This is an optimization exercise on Yosys and OpenROAD, whose aim is small area, a short achievable clock period and few clock cycles per item, not a production implementation. RTL that was checked went through simulation tests only; none was proved equivalent to the original. Power and IR drop assume default switching activity.

==> run a <==
## pel_scaler_top
module pel_scaler_top #(
    parameter int FLUX  = 2,
    parameter int DEPTH = 4
) (
    input  logic                              clk,
    input  logic                              rst_n,
    input  logic            [FLUX-1:0]        in_write,
    input  pel_pkg::pel_t   [FLUX-1:0]        in_din,
    output logic            [FLUX-1:0]        in_full,
    input  coef_pkg::coef_t [FLUX-1:0]        coef,
    input  logic            [FLUX-1:0]        out_read,
    output pel_pkg::pel_t   [FLUX-1:0]        out_dout,
    output logic            [FLUX-1:0]        out_empty
);
clock: 8.0 ns
lec_check: 0
cap_margin: 20
core_margin: 2
core_utilization: 40
slew_margin: 20
synth_hierarchical: 1
run.sh (not shown) runs the stock make flow with config.mk's settings and CLKGATE_MAP_FILE= SYNTH_SCRIPT=/design/flow/synth_recipe.tcl, a recipe that flattens the netlist after the stock synthesis.
==> inputs of run b, as changes to run a <==
SETUP_SLACK_MARGIN = 3   (was default)
==> comparison table <==
item	run b	run a
Switching power share of the total	39.8%	39.8%
Max frequency	0.217 GHz	0.200 GHz
DR WL met3	2330 microns	2280 microns
Postcts setup bufs	2	0
CP Launch Type	register	primary input
Routed length on met2	18300 microns	18300 microns
Net load switching power	2.57 mW	2.57 mW
Worst voltage drop across the vdd grid	0.213 mV	0.213 mV
Total buffers and inverters traversed by the critical path	1	3
End of the worst register-to-register path	g_lane[1].u_lane.p_q[0]$_DFFE_PP_	g_lane[0].u_lane.p_q[0]$_DFFE_PP_
Flop2flop setup slack	3.62 ns	3.61 ns
Status	timing/DRC/antenna clean	timing/DRC/antenna clean
Wl on met1	17000 microns	16900 microns
Critical path type	reg -> out	in -> out
First-pass GRT wire length	61900 microns	61800 microns
Number of global-route vias before repair	11.0k	11.0k
Data arrival time of the worst path	3.00 ns	3.41 ns
Function was not checked in any run of this note: the RTL went through the layout flow alone.

---

==> inputs of run Z <==
Another version of the RTL of pel_scaler_top (not shown whole).
clock: 8.0 ns
lec_check: 0
cap_margin: 20
core_margin: 2
core_utilization: 40
setup_slack_margin: 4
slew_margin: 20
synth_hierarchical: 1
standard.sh (not shown) runs the stock make flow with config.mk's settings and CLKGATE_MAP_FILE= SYNTH_SCRIPT=/design/flow/synth_recipe.tcl, a recipe that flattens the netlist after the stock synthesis.
==> flow/flow/run.sh <==
#!/bin/bash
# standard layout, logged
bash standard.sh > standard.log 2>&1
==> inputs of run B, as changes to run Z <==
--- a/flow/design.v
+++ b/flow/design.v
@@ -19,34 +19,33 @@
     input  logic [15:0]   coef,
     input  logic          out_read,
     output pel_pkg::pel_t out_dout,
     output logic          out_empty
 );
     logic          v1, v2;
     pel_pkg::pel_t pel_d, pel_q;
-    logic [7:0]    one_d, two_d, neg_d, one_q, two_q, neg_q;
-    logic          b15_d, b15_q;
+    logic [7:0]    one_q, two_q, neg_q;
+    logic          b15_q;
     logic [15:0]   s_d, c_d;
     logic [15:1]   t_d, g_d, t_q, g_q;
     logic          y0_d, y0_q, ci_d, ci_q;
     logic          lowc_d;
     logic          go2, adv, acc;
-    mul_enc u_enc (
-        .b   (coef),
-        .one (one_d),
-        .two (two_d),
-        .neg (neg_d),
-        .b15 (b15_d)
-    );
+    logic [16:0] cx;
+    assign cx = {coef, 1'b0};
     always_ff @(posedge clk)
     begin
-        one_q <= one_d;
-        two_q <= two_d;
-        neg_q <= neg_d;
-        b15_q <= b15_d;
+        for (int j = 0; j < 8; j++)
+        begin
+            one_q[j] <= cx[2*j+1] ^ cx[2*j];
+            two_q[j] <= (cx[2*j+2] & ~cx[2*j+1] & ~cx[2*j])
+                      | (~cx[2*j+2] & cx[2*j+1] & cx[2*j]);
+            neg_q[j] <= cx[2*j+2];
+        end
+        b15_q <= coef[15];
     end
     assign go2     = ~v2 | out_read;
     assign adv     = v1 & go2;
     assign in_full = v1 & ~go2;
     assign acc     = in_write & ~in_full;
     lane_hold u_hold (
         .d   (in_din),
@@ -321,198 +320,166 @@
     logic fs_13;
     logic fc_13;
     logic fs_14;
     logic fc_14;
     logic fs_15;
     logic fc_15;
     logic hs_8;
-    logic hc_8;
     logic fs_16;
     logic fc_16;
     logic fs_17;
     logic fc_17;
     logic fs_18;
     logic fc_18;
     logic fs_19;
     logic fc_19;
-    logic hs_9;
-    logic hc_9;
     logic fs_20;
     logic fc_20;
     logic fs_21;
     logic fc_21;
     logic fs_22;
     logic fc_22;
     logic fs_23;
     logic fc_23;
     logic fs_24;
     logic fc_24;
-    logic hs_10;
     logic hc_10;
     logic fs_25;
     logic fc_25;
     logic fs_26;
     logic fc_26;
     logic fs_27;
     logic fc_27;
     logic fs_28;
     logic fc_28;
-    logic fs_29;
     logic fc_29;
-    logic hs_11;
-    logic hc_11;
     logic fs_30;
     logic fc_30;
     logic fs_31;
     logic fc_31;
     logic fs_32;
     logic fc_32;
     logic fs_33;
     logic fc_33;
     logic fs_34;
     logic fc_34;
     logic fs_35;
     logic fc_35;
-    logic hs_12;
-    logic hc_12;
     logic fs_36;
     logic fc_36;
     logic fs_37;
     logic fc_37;
     logic fs_38;
     logic fc_38;
     logic fs_39;
     logic fc_39;
     logic fs_40;
     logic fc_40;
     logic fs_41;
     logic fc_41;
-    logic hs_13;
-    logic hc_13;
     logic fs_42;
     logic fc_42;
     logic fs_43;
     logic fc_43;
     logic fs_44;
     logic fc_44;
     logic fs_45;
     logic fc_45;
     logic fs_46;
     logic fc_46;
     logic fs_47;
     logic fc_47;
-    logic fs_48;
-    logic fc_48;
     logic fs_49;
     logic fc_49;
     logic fs_50;
     logic fc_50;
     logic fs_51;
     logic fc_51;
     logic fs_52;
     logic fc_52;
     logic fs_53;
     logic fc_53;
     logic fs_54;
     logic fc_54;
-    logic fs_55;
-    logic fc_55;
     logic fs_56;
     logic fc_56;
     logic fs_57;
     logic fc_57;
     logic fs_58;
     logic fc_58;
     logic fs_59;
     logic fc_59;
     logic fs_60;
     logic fc_60;
     logic fs_61;
     logic fc_61;
-    logic fs_62;
-    logic fc_62;
     logic fs_63;
     logic fc_63;
     logic fs_64;
     logic fc_64;
     logic fs_65;
     logic fc_65;
     logic fs_66;
     logic fc_66;
     logic fs_67;
     logic fc_67;
     logic fs_68;
     logic fc_68;
-    logic fs_69;
-    logic fc_69;
     logic fs_70;
     logic fc_70;
     logic fs_71;
     logic fc_71;
     logic fs_72;
     logic fc_72;
     logic fs_73;
     logic fc_73;
     logic fs_74;
     logic fc_74;
-    logic fs_75;
-    logic fc_75;
     logic fs_76;
     logic fc_76;
     logic fs_77;
     logic fc_77;
     logic fs_78;
     logic fc_78;
     logic fs_79;
     logic fc_79;
     logic fs_80;
     logic fc_80;
-    logic fs_81;
-    logic fc_81;
     logic fs_82;
     logic fc_82;
     logic fs_83;
     logic fc_83;
     logic fs_84;
     logic fc_84;
     logic fs_85;
     logic fc_85;
-    logic fs_86;
-    logic fc_86;
     logic fs_87;
     logic fc_87;
     logic fs_88;
     logic fc_88;
     logic fs_89;
     logic fc_89;
     logic fs_90;
     logic fc_90;
-    logic fs_91;
-    logic fc_91;
     logic fs_92;
     logic fc_92;
     logic fs_93;
     logic fc_93;
     logic fs_94;
     logic fc_94;
-    logic fs_95;
-    logic fc_95;
     logic fs_96;
     logic fc_96;
     logic fs_97;
     logic fc_97;
     logic fs_98;
     logic fc_98;
-    logic fs_99;
-    logic fc_99;
     logic fs_100;
     logic fc_100;
     logic fs_101;
     logic fc_101;
-    logic fs_102;
     logic fc_102;
     assign pp_0_0 = ((one[0] & a[0])) ^ neg[0];
     assign pp_0_1 = ((one[0] & a[1]) | (two[0] & a[0])) ^ neg[0];
     assign pp_0_2 = ((one[0] & a[2]) | (two[0] & a[1])) ^ neg[0];
     assign pp_0_3 = ((one[0] & a[3]) | (two[0] & a[2])) ^ neg[0];
     assign pp_0_4 = ((one[0] & a[4]) | (two[0] & a[3])) ^ neg[0];
     assign pp_0_5 = ((one[0] & a[5]) | (two[0] & a[4])) ^ neg[0];
@@ -682,107 +649,107 @@
     mul_fa u_fs_10 (.a(pp_3_3), .b(pp_4_1), .ci(fc_6), .s(fs_10), .co(fc_10));
     mul_fa u_fs_11 (.a(fc_7), .b(fs_9), .ci(fc_8), .s(fs_11), .co(fc_11));
     mul_ha u_hs_7 (.a(fs_10), .b(hc_6), .s(hs_7), .c(hc_7));
     mul_fa u_fs_12 (.a(neg[5]), .b(pp_0_10), .ci(pp_1_8), .s(fs_12), .co(fc_12));
     mul_fa u_fs_13 (.a(pp_2_6), .b(pp_3_4), .ci(pp_4_2), .s(fs_13), .co(fc_13));
     mul_fa u_fs_14 (.a(pp_5_0), .b(fc_9), .ci(fs_12), .s(fs_14), .co(fc_14));
     mul_fa u_fs_15 (.a(fs_13), .b(fc_10), .ci(fs_14), .s(fs_15), .co(fc_15));
-    mul_ha u_hs_8 (.a(fc_11), .b(hc_7), .s(hs_8), .c(hc_8));
+    mul_ha u_hs_8 (.a(fc_11), .b(hc_7), .s(hs_8), .c(s[0]));
     mul_fa u_fs_16 (.a(pp_0_11), .b(pp_1_9), .ci(pp_2_7), .s(fs_16), .co(fc_16));
     mul_fa u_fs_17 (.a(pp_3_5), .b(pp_4_3), .ci(pp_5_1), .s(fs_17), .co(fc_17));
     mul_fa u_fs_18 (.a(fc_12), .b(fc_13), .ci(fs_16), .s(fs_18), .co(fc_18));
     mul_fa u_fs_19 (.a(fs_17), .b(fc_14), .ci(fs_18), .s(fs_19), .co(fc_19));
-    mul_ha u_hs_9 (.a(fc_15), .b(fs_19), .s(hs_9), .c(hc_9));
+    mul_ha u_hs_9 (.a(fc_15), .b(fs_19), .s(c[0]), .c(s[1]));
     mul_fa u_fs_20 (.a(neg[6]), .b(pp_0_12), .ci(pp_1_10), .s(fs_20), .co(fc_20));
     mul_fa u_fs_21 (.a(pp_2_8), .b(pp_3_6), .ci(pp_4_4), .s(fs_21), .co(fc_21));
     mul_fa u_fs_22 (.a(pp_5_2), .b(pp_6_0), .ci(fc_16), .s(fs_22), .co(fc_22));
     mul_fa u_fs_23 (.a(fc_17), .b(fs_20), .ci(fs_21), .s(fs_23), .co(fc_23));
     mul_fa u_fs_24 (.a(fc_18), .b(fs_22), .ci(fs_23), .s(fs_24), .co(fc_24));
-    mul_ha u_hs_10 (.a(fc_19), .b(fs_24), .s(hs_10), .c(hc_10));
+    mul_ha u_hs_10 (.a(fc_19), .b(fs_24), .s(c[1]), .c(hc_10));
     mul_fa u_fs_25 (.a(pp_0_13), .b(pp_1_11), .ci(pp_2_9), .s(fs_25), .co(fc_25));
     mul_fa u_fs_26 (.a(pp_3_7), .b(pp_4_5), .ci(pp_5_3), .s(fs_26), .co(fc_26));
     mul_fa u_fs_27 (.a(pp_6_1), .b(fc_20), .ci(fc_21), .s(fs_27), .co(fc_27));
     mul_fa u_fs_28 (.a(fs_25), .b(fs_26), .ci(fc_22), .s(fs_28), .co(fc_28));
-    mul_fa u_fs_29 (.a(fc_23), .b(fs_27), .ci(fs_28), .s(fs_29), .co(fc_29));
-    mul_ha u_hs_11 (.a(fc_24), .b(hc_10), .s(hs_11), .c(hc_11));
+    mul_fa u_fs_29 (.a(fc_23), .b(fs_27), .ci(fs_28), .s(s[2]), .co(fc_29));
+    mul_ha u_hs_11 (.a(fc_24), .b(hc_10), .s(c[2]), .c(s[3]));
     mul_fa u_fs_30 (.a(neg[7]), .b(pp_0_14), .ci(pp_1_12), .s(fs_30), .co(fc_30));
     mul_fa u_fs_31 (.a(pp_2_10), .b(pp_3_8), .ci(pp_4_6), .s(fs_31), .co(fc_31));
     mul_fa u_fs_32 (.a(pp_5_4), .b(pp_6_2), .ci(pp_7_0), .s(fs_32), .co(fc_32));
     mul_fa u_fs_33 (.a(fc_25), .b(fc_26), .ci(fs_30), .s(fs_33), .co(fc_33));
     mul_fa u_fs_34 (.a(fs_31), .b(fs_32), .ci(fc_27), .s(fs_34), .co(fc_34));
     mul_fa u_fs_35 (.a(fs_33), .b(fc_28), .ci(fs_34), .s(fs_35), .co(fc_35));
-    mul_ha u_hs_12 (.a(fc_29), .b(fs_35), .s(hs_12), .c(hc_12));
+    mul_ha u_hs_12 (.a(fc_29), .b(fs_35), .s(c[3]), .c(s[4]));
     mul_fa u_fs_36 (.a(pp_0_15), .b(pp_1_13), .ci(pp_2_11), .s(fs_36), .co(fc_36));
     mul_fa u_fs_37 (.a(pp_3_9), .b(pp_4_7), .ci(pp_5_5), .s(fs_37), .co(fc_37));
     mul_fa u_fs_38 (.a(pp_6_3), .b(pp_7_1), .ci(fc_30), .s(fs_38), .co(fc_38));
     mul_fa u_fs_39 (.a(fc_31), .b(fc_32), .ci(fs_36), .s(fs_39), .co(fc_39));
     mul_fa u_fs_40 (.a(fs_37), .b(fc_33), .ci(fs_38), .s(fs_40), .co(fc_40));
     mul_fa u_fs_41 (.a(fs_39), .b(fc_34), .ci(fs_40), .s(fs_41), .co(fc_41));
-    mul_ha u_hs_13 (.a(fc_35), .b(fs_41), .s(hs_13), .c(hc_13));
+    mul_ha u_hs_13 (.a(fc_35), .b(fs_41), .s(c[4]), .c(s[5]));
     mul_fa u_fs_42 (.a(pp_8_0), .b(pp_0_16), .ci(pp_1_14), .s(fs_42), .co(fc_42));
     mul_fa u_fs_43 (.a(pp_2_12), .b(pp_3_10), .ci(pp_4_8), .s(fs_43), .co(fc_43));
     mul_fa u_fs_44 (.a(pp_5_6), .b(pp_6_4), .ci(pp_7_2), .s(fs_44), .co(fc_44));
     mul_fa u_fs_45 (.a(fc_36), .b(fc_37), .ci(fs_42), .s(fs_45), .co(fc_45));
     mul_fa u_fs_46 (.a(fs_43), .b(fs_44), .ci(fc_38), .s(fs_46), .co(fc_46));
     mul_fa u_fs_47 (.a(fc_39), .b(fs_45), .ci(fc_40), .s(fs_47), .co(fc_47));
-    mul_fa u_fs_48 (.a(fs_46), .b(fc_41), .ci(fs_47), .s(fs_48), .co(fc_48));
+    mul_fa u_fs_48 (.a(fs_46), .b(fc_41), .ci(fs_47), .s(c[5]), .co(s[6]));
     mul_fa u_fs_49 (.a(nc_17), .b(pp_8_1), .ci(pp_1_15), .s(fs_49), .co(fc_49));
     mul_fa u_fs_50 (.a(pp_2_13), .b(pp_3_11), .ci(pp_4_9), .s(fs_50), .co(fc_50));
     mul_fa u_fs_51 (.a(pp_5_7), .b(pp_6_5), .ci(pp_7_3), .s(fs_51), .co(fc_51));
     mul_fa u_fs_52 (.a(fc_42), .b(fc_43), .ci(fc_44), .s(fs_52), .co(fc_52));
     mul_fa u_fs_53 (.a(fs_49), .b(fs_50), .ci(fs_51), .s(fs_53), .co(fc_53));
     mul_fa u_fs_54 (.a(fc_45), .b(fs_52), .ci(fs_53), .s(fs_54), .co(fc_54));
-    mul_fa u_fs_55 (.a(fc_46), .b(fs_54), .ci(fc_47), .s(fs_55), .co(fc_55));
+    mul_fa u_fs_55 (.a(fc_46), .b(fs_54), .ci(fc_47), .s(c[6]), .co(c[7]));
     mul_fa u_fs_56 (.a(nc_18), .b(pp_8_2), .ci(pp_1_16), .s(fs_56), .co(fc_56));
     mul_fa u_fs_57 (.a(pp_2_14), .b(pp_3_12), .ci(pp_4_10), .s(fs_57), .co(fc_57));
     mul_fa u_fs_58 (.a(pp_5_8), .b(pp_6_6), .ci(pp_7_4), .s(fs_58), .co(fc_58));
     mul_fa u_fs_59 (.a(fc_49), .b(fc_50), .ci(fc_51), .s(fs_59), .co(fc_59));
     mul_fa u_fs_60 (.a(fs_56), .b(fs_57), .ci(fs_58), .s(fs_60), .co(fc_60));
     mul_fa u_fs_61 (.a(fc_52), .b(fc_53), .ci(fs_59), .s(fs_61), .co(fc_61));
-    mul_fa u_fs_62 (.a(fs_60), .b(fc_54), .ci(fs_61), .s(fs_62), .co(fc_62));
+    mul_fa u_fs_62 (.a(fs_60), .b(fc_54), .ci(fs_61), .s(s[7]), .co(s[8]));
     mul_fa u_fs_63 (.a(ns_1), .b(ns_0), .ci(pp_8_3), .s(fs_63), .co(fc_63));
     mul_fa u_fs_64 (.a(pp_2_15), .b(pp_3_13), .ci(pp_4_11), .s(fs_64), .co(fc_64));
     mul_fa u_fs_65 (.a(pp_5_9), .b(pp_6_7), .ci(pp_7_5), .s(fs_65), .co(fc_65));
     mul_fa u_fs_66 (.a(fs_63), .b(fc_56), .ci(fc_57), .s(fs_66), .co(fc_66));
     mul_fa u_fs_67 (.a(fc_58), .b(fs_64), .ci(fs_65), .s(fs_67), .co(fc_67));
     mul_fa u_fs_68 (.a(fc_59), .b(fc_60), .ci(fs_66), .s(fs_68), .co(fc_68));
-    mul_fa u_fs_69 (.a(fs_67), .b(fc_61), .ci(fs_68), .s(fs_69), .co(fc_69));
+    mul_fa u_fs_69 (.a(fs_67), .b(fc_61), .ci(fs_68), .s(c[8]), .co(s[9]));
     mul_fa u_fs_70 (.a(nc_20), .b(pp_2_16), .ci(pp_3_14), .s(fs_70), .co(fc_70));
     mul_fa u_fs_71 (.a(pp_4_12), .b(pp_5_10), .ci(pp_6_8), .s(fs_71), .co(fc_71));
     mul_fa u_fs_72 (.a(pp_7_6), .b(fc_63), .ci(fc_64), .s(fs_72), .co(fc_72));
     mul_fa u_fs_73 (.a(fc_65), .b(fs_70), .ci(fs_71), .s(fs_73), .co(fc_73));
     mul_fa u_fs_74 (.a(fc_66), .b(fc_67), .ci(fs_72), .s(fs_74), .co(fc_74));
-    mul_fa u_fs_75 (.a(fs_73), .b(fc_68), .ci(fs_74), .s(fs_75), .co(fc_75));
+    mul_fa u_fs_75 (.a(fs_73), .b(fc_68), .ci(fs_74), .s(c[9]), .co(s[10]));
     mul_fa u_fs_76 (.a(ns_2), .b(pp_8_5), .ci(pp_8_4), .s(fs_76), .co(fc_76));
     mul_fa u_fs_77 (.a(pp_3_15), .b(pp_4_13), .ci(pp_5_11), .s(fs_77), .co(fc_77));
     mul_fa u_fs_78 (.a(pp_6_9), .b(pp_7_7), .ci(fs_76), .s(fs_78), .co(fc_78));
     mul_fa u_fs_79 (.a(fc_70), .b(fc_71), .ci(fs_77), .s(fs_79), .co(fc_79));
     mul_fa u_fs_80 (.a(fs_78), .b(fc_72), .ci(fc_73), .s(fs_80), .co(fc_80));
-    mul_fa u_fs_81 (.a(fs_79), .b(fc_74), .ci(fs_80), .s(fs_81), .co(fc_81));
+    mul_fa u_fs_81 (.a(fs_79), .b(fc_74), .ci(fs_80), .s(c[10]), .co(s[11]));
     mul_fa u_fs_82 (.a(nc_22), .b(pp_3_16), .ci(pp_4_14), .s(fs_82), .co(fc_82));
     mul_fa u_fs_83 (.a(pp_5_12), .b(pp_6_10), .ci(pp_7_8), .s(fs_83), .co(fc_83));
     mul_fa u_fs_84 (.a(fc_76), .b(fc_77), .ci(fs_82), .s(fs_84), .co(fc_84));
     mul_fa u_fs_85 (.a(fs_83), .b(fc_78), .ci(fc_79), .s(fs_85), .co(fc_85));
-    mul_fa u_fs_86 (.a(fs_84), .b(fc_80), .ci(fs_85), .s(fs_86), .co(fc_86));
+    mul_fa u_fs_86 (.a(fs_84), .b(fc_80), .ci(fs_85), .s(c[11]), .co(s[12]));
     mul_fa u_fs_87 (.a(ns_3), .b(pp_8_7), .ci(pp_8_6), .s(fs_87), .co(fc_87));
     mul_fa u_fs_88 (.a(pp_4_15), .b(pp_5_13), .ci(pp_6_11), .s(fs_88), .co(fc_88));
     mul_fa u_fs_89 (.a(pp_7_9), .b(fs_87), .ci(fc_82), .s(fs_89), .co(fc_89));
     mul_fa u_fs_90 (.a(fc_83), .b(fs_88), .ci(fc_84), .s(fs_90), .co(fc_90));
-    mul_fa u_fs_91 (.a(fs_89), .b(fc_85), .ci(fs_90), .s(fs_91), .co(fc_91));
+    mul_fa u_fs_91 (.a(fs_89), .b(fc_85), .ci(fs_90), .s(c[12]), .co(s[13]));
     mul_fa u_fs_92 (.a(nc_24), .b(pp_4_16), .ci(pp_5_14), .s(fs_92), .co(fc_92));
     mul_fa u_fs_93 (.a(pp_6_12), .b(pp_7_10), .ci(fc_87), .s(fs_93), .co(fc_93));
     mul_fa u_fs_94 (.a(fc_88), .b(fs_92), .ci(fs_93), .s(fs_94), .co(fc_94));
-    mul_fa u_fs_95 (.a(fc_89), .b(fs_94), .ci(fc_90), .s(fs_95), .co(fc_95));
+    mul_fa u_fs_95 (.a(fc_89), .b(fs_94), .ci(fc_90), .s(c[13]), .co(c[14]));
     mul_fa u_fs_96 (.a(ns_4), .b(pp_8_9), .ci(pp_8_8), .s(fs_96), .co(fc_96));
     mul_fa u_fs_97 (.a(pp_5_15), .b(pp_6_13), .ci(pp_7_11), .s(fs_97), .co(fc_97));
     mul_fa u_fs_98 (.a(fs_96), .b(fc_92), .ci(fs_97), .s(fs_98), .co(fc_98));
-    mul_fa u_fs_99 (.a(fc_93), .b(fs_98), .ci(fc_94), .s(fs_99), .co(fc_99));
+    mul_fa u_fs_99 (.a(fc_93), .b(fs_98), .ci(fc_94), .s(s[14]), .co(c[15]));
     mul_fa u_fs_100 (.a(nc_26), .b(pp_5_16), .ci(pp_6_14), .s(fs_100), .co(fc_100));
     mul_fa u_fs_101 (.a(pp_7_12), .b(fc_96), .ci(fc_97), .s(fs_101), .co(fc_101));
-    mul_fa u_fs_102 (.a(fs_100), .b(fc_98), .ci(fs_101), .s(fs_102), .co(fc_102));
+    mul_fa u_fs_102 (.a(fs_100), .b(fc_98), .ci(fs_101), .s(s[15]), .co(fc_102));
     logic lg_0, lt_0;
     assign lg_0 = neg[0] & pp_0_0;
     assign lt_0 = neg[0] | pp_0_0;
     logic lg_2, lt_2;
     assign lg_2 = pp_1_0 & hs_0;
     assign lt_2 = pp_1_0 | hs_0;
     logic lg_3, lt_3;
@@ -838,46 +805,14 @@
     assign lct8 = lct7 & lct5;
     logic lcg9, lct9;
     assign lcg9 = lcg8 | (lct8 & lcg3);
     assign lct9 = lct8 & lct3;
     logic lc_g;
     assign lc_g = lcg9;
     assign lowc = lc_g;
-    assign s[0] = hc_8;
-    assign c[0] = hs_9;
-    assign s[1] = hc_9;
-    assign c[1] = hs_10;
-    assign s[2] = fs_29;
-    assign c[2] = hs_11;
-    assign s[3] = hc_11;
-    assign c[3] = hs_12;
-    assign s[4] = hc_12;
-    assign c[4] = hs_13;
-    assign s[5] = hc_13;
-    assign c[5] = fs_48;
-    assign s[6] = fc_48;
-    assign c[6] = fs_55;
-    assign s[7] = fs_62;
-    assign c[7] = fc_55;
-    assign s[8] = fc_62;
-    assign c[8] = fs_69;
-    assign s[9] = fc_69;
-    assign c[9] = fs_75;
-    assign s[10] = fc_75;
-    assign c[10] = fs_81;
-    assign s[11] = fc_81;
-    assign c[11] = fs_86;
-    assign s[12] = fc_86;
-    assign c[12] = fs_91;
-    assign s[13] = fc_91;
-    assign c[13] = fs_95;
-    assign s[14] = fs_99;
-    assign c[14] = fc_95;
-    assign s[15] = fs_102;
-    assign c[15] = fc_99;
 endmodule
 module mul_fa (
     input  logic a,
     input  logic b,
     input  logic ci,
     output logic s,
     output logic co
@@ -890,34 +825,14 @@
     input  logic b,
     output logic s,
     output logic c
 );
     assign s = a ^ b;
     assign c = a & b;
 endmodule
-module mul_enc (
-    input  logic [15:0] b,
-    output logic [7:0]  one,
-    output logic [7:0]  two,
-    output logic [7:0]  neg,
-    output logic        b15
-);
-    logic [16:0] bx;
-    assign bx = {b, 1'b0};
-    always_comb
-    begin
-        for (int j = 0; j < 8; j++)
-        begin
-            one[j] = bx[2*j+1] ^ bx[2*j];
-            two[j] = (bx[2*j+2] & ~bx[2*j+1] & ~bx[2*j]) | (~bx[2*j+2] & bx[2*j+1] & bx[2*j]);
-            neg[j] = bx[2*j+2];
-        end
-    end
-    assign b15 = b[15];
-endmodule
 module mul_cpa (
     input  logic [14:0] t,
     input  logic [14:0] g,
     input  logic        ci,
     output logic [14:0] y
 );
     logic g0_1;
==> flow/flow/run.sh (replaced) <==
#!/bin/bash
# the standard layout, with plain buffers (not delay cells) on the ports
bash standard.sh "BUFFER_PORTS_ARGS=-buffer_cell sky130_fd_sc_hd__buf_2" finish > standard.log 2>&1
==> flow/config.mk (replaced) <==
export PLATFORM = sky130hd
export DESIGN_NAME = pel_scaler_top
export DESIGN_NICKNAME = pel_scaler_top
export VERILOG_FILES = /design/flow/design.v
export SDC_FILE = /design/flow/constraint.sdc
export NUM_CORES = 4
export LEC_CHECK = 0
export ABC_CLOCK_PERIOD_IN_PS = 3000
export CAP_MARGIN = 20
export CORE_MARGIN = 2
export CORE_UTILIZATION = 40
export CTS_BUF_LIST = sky130_fd_sc_hd__clkbuf_4 sky130_fd_sc_hd__clkbuf_8
export CTS_CLUSTER_DIAMETER = 100
export CTS_CLUSTER_SIZE = 30
export SETUP_SLACK_MARGIN = 4
export SLEW_MARGIN = 20
export SYNTH_HIERARCHICAL = 1
==> inputs of run P, as changes to run Z <==
==> flow/run.sh (new file) <==
#!/bin/bash
# synth_recipe.tcl (not shown) runs the flow's synth.tcl, then flattens the netlist and writes it again
# the make line also repeats each setting of config.mk as NAME=value (left out here)
make -C /OpenROAD-flow-scripts/flow DESIGN_CONFIG=/design/flow/config.mk WORK_HOME=/design/flow/orfs CLKGATE_MAP_FILE= SYNTH_SCRIPT=/design/flow/synth_recipe.tcl finish
--- a/flow/config.mk
+++ b/flow/config.mk
@@ -4,10 +4,10 @@
 export VERILOG_FILES = /design/flow/design.v
 export SDC_FILE = /design/flow/constraint.sdc
 export NUM_CORES = 4
 export LEC_CHECK = 0
 export CAP_MARGIN = 20
 export CORE_MARGIN = 2
 export CORE_UTILIZATION = 40
-export SETUP_SLACK_MARGIN = 4
+export SETUP_SLACK_MARGIN = 4.5
 export SLEW_MARGIN = 20
 export SYNTH_HIERARCHICAL = 1
removed: flow/flow/run.sh
removed: flow/standard.sh
==> inputs of run H, as changes to run Z <==
==> flow/run.sh (new file) <==
#!/bin/bash
# synth_recipe.tcl (not shown) runs the flow's synth.tcl, then flattens the netlist and writes it again
# the make line also repeats each setting of config.mk as NAME=value (left out here)
make -C /OpenROAD-flow-scripts/flow DESIGN_CONFIG=/design/flow/config.mk WORK_HOME=/design/flow/orfs CLKGATE_MAP_FILE= SYNTH_SCRIPT=/design/flow/synth_recipe.tcl finish
--- a/flow/config.mk
+++ b/flow/config.mk
@@ -4,10 +4,10 @@
 export VERILOG_FILES = /design/flow/design.v
 export SDC_FILE = /design/flow/constraint.sdc
 export NUM_CORES = 4
 export LEC_CHECK = 0
 export CAP_MARGIN = 20
 export CORE_MARGIN = 2
 export CORE_UTILIZATION = 40
-export SETUP_SLACK_MARGIN = 4
+export SETUP_SLACK_MARGIN = 5
 export SLEW_MARGIN = 20
 export SYNTH_HIERARCHICAL = 1
removed: flow/flow/run.sh
removed: flow/standard.sh
==> flow_metrics.tcl <==
set metrics [dict create \
    vias_per_cell 5.43 \
    outcome "complete, no violations" \
    n_tap_cell 532 \
    seqAreaFraction_pct 19.7 \
    initial_core_util_pct 40.5 \
    cellLeakagePower_nw 7.12 \
    endpoint "out_dout[30]" \
    syn_area_um2 16500 \
    synth-seq-cells 150 \
    hold_ws_ns 0.544 \
    arrival_ns 2.24 \
]
the above is filed under run P

==> flow_metrics.tcl <==
set metrics [dict create \
    syn_area_um2 15900 \
    outcome "complete, no violations" \
    synth-seq-cells 148 \
    regArea_um2 3740 \
    initial_core_util_pct 40.8 \
    hold_ws_ns 0.496 \
    use_met3_pct 3.76 \
    rr_worst_depth 8 \
    n_tap_cell 518 \
    cellLeakagePower_nw 6.20 \
    synth_commonest_cells "xnor2_1, a22oi_1, fa_1" \
    endpoint "out_dout[29]" \
    vias_per_cell 5.48 \
]
the above is filed under run B

==> flow_metrics.tcl <==
set metrics [dict create \
    syn_area_um2 16500 \
    endpoint "out_dout[9]" \
    synth-seq-cells 150 \
    vias_per_cell 5.52 \
    cellLeakagePower_nw 6.42 \
    largest_class "multi-input combinational cells" \
    outcome "complete, no violations" \
    hold_ws_ns 0.546 \
    initial_core_util_pct 40.5 \
    seqAreaFraction_pct 21.2 \
    n_tap_cell 532 \
]
the above is filed under run Z

==> flow_metrics.tcl <==
set metrics [dict create \
    outcome "complete, no violations" \
    seqAreaFraction_pct 18.7 \
    drtPass1Iterations 7 \
    hold_ws_ns 0.557 \
    synth_top_family_by_area "adder cells" \
    vias_per_cell 5.41 \
    n_tap_cell 532 \
    synth-seq-cells 150 \
    rsz0062_at_grt "yes" \
    placed_area_um2 17700 \
    nNetsFinal 1926 \
    cellLeakagePower_nw 7.55 \
    endpoint "out_dout[6]" \
    arrival_ns 2.26 \
]
the above is filed under run H

Testbench counts of run B, summed over its fixed seeds: cycles 8,016, items 16,000.
No functional check of the RTL was part of run Z, run P and run H.

## separate check: timing with driven ports
The flow's constraints put no driver on any port. The routed layouts listed below were extracted and timed again, unchanged, in two steps.
Step 1, drivers: a clkbuf_16 drives clk and a buf_2 each remaining input, both assumed.
Step 2 times the ports against the registers' clock, not the clock port: input delays grow and output delays shrink by t, the midpoint of the rising clock arrivals with the driver on.
Slacks: ideal / step 1 / step 2; pairs: ideal / step 1.
run | t (ns) | setup slack, ns | hold slack, ns | worst setup path at the end | clock arrival spread, ns
run a of note 1 | 0.490 | 2.991 / 2.966 / 2.966 | 0.479 / 0.479 / 0.479 | input to output | 0.010 / 0.010
run b of note 1 | 0.490 | 3.395 / 3.341 / 3.592 | 0.474 / 0.474 / 0.474 | input to output | 0.009 / 0.009
run Z of note 2 | 0.492 | 4.097 / 4.042 / 4.127 | 0.546 / 0.546 / 0.546 | register to register | 0.013 / 0.013
run B of note 2 | 0.522 | 4.129 / 4.082 / 4.152 | 0.496 / 0.496 / 0.496 | register to register | 0.023 / 0.022
run P of note 2 | 0.507 | 4.159 / 4.102 / 4.281 | 0.544 / 0.544 / 0.544 | register to register | 0.018 / 0.018
run H of note 2 | 0.506 | 4.142 / 4.087 / 4.279 | 0.557 / 0.557 / 0.557 | register to register | 0.015 / 0.014
After both steps every run listed still meets setup and hold. For run a of note 1, which loses most, drivers alone change the setup slack by -0.025 ns; drivers and shift together by -0.025 ns.
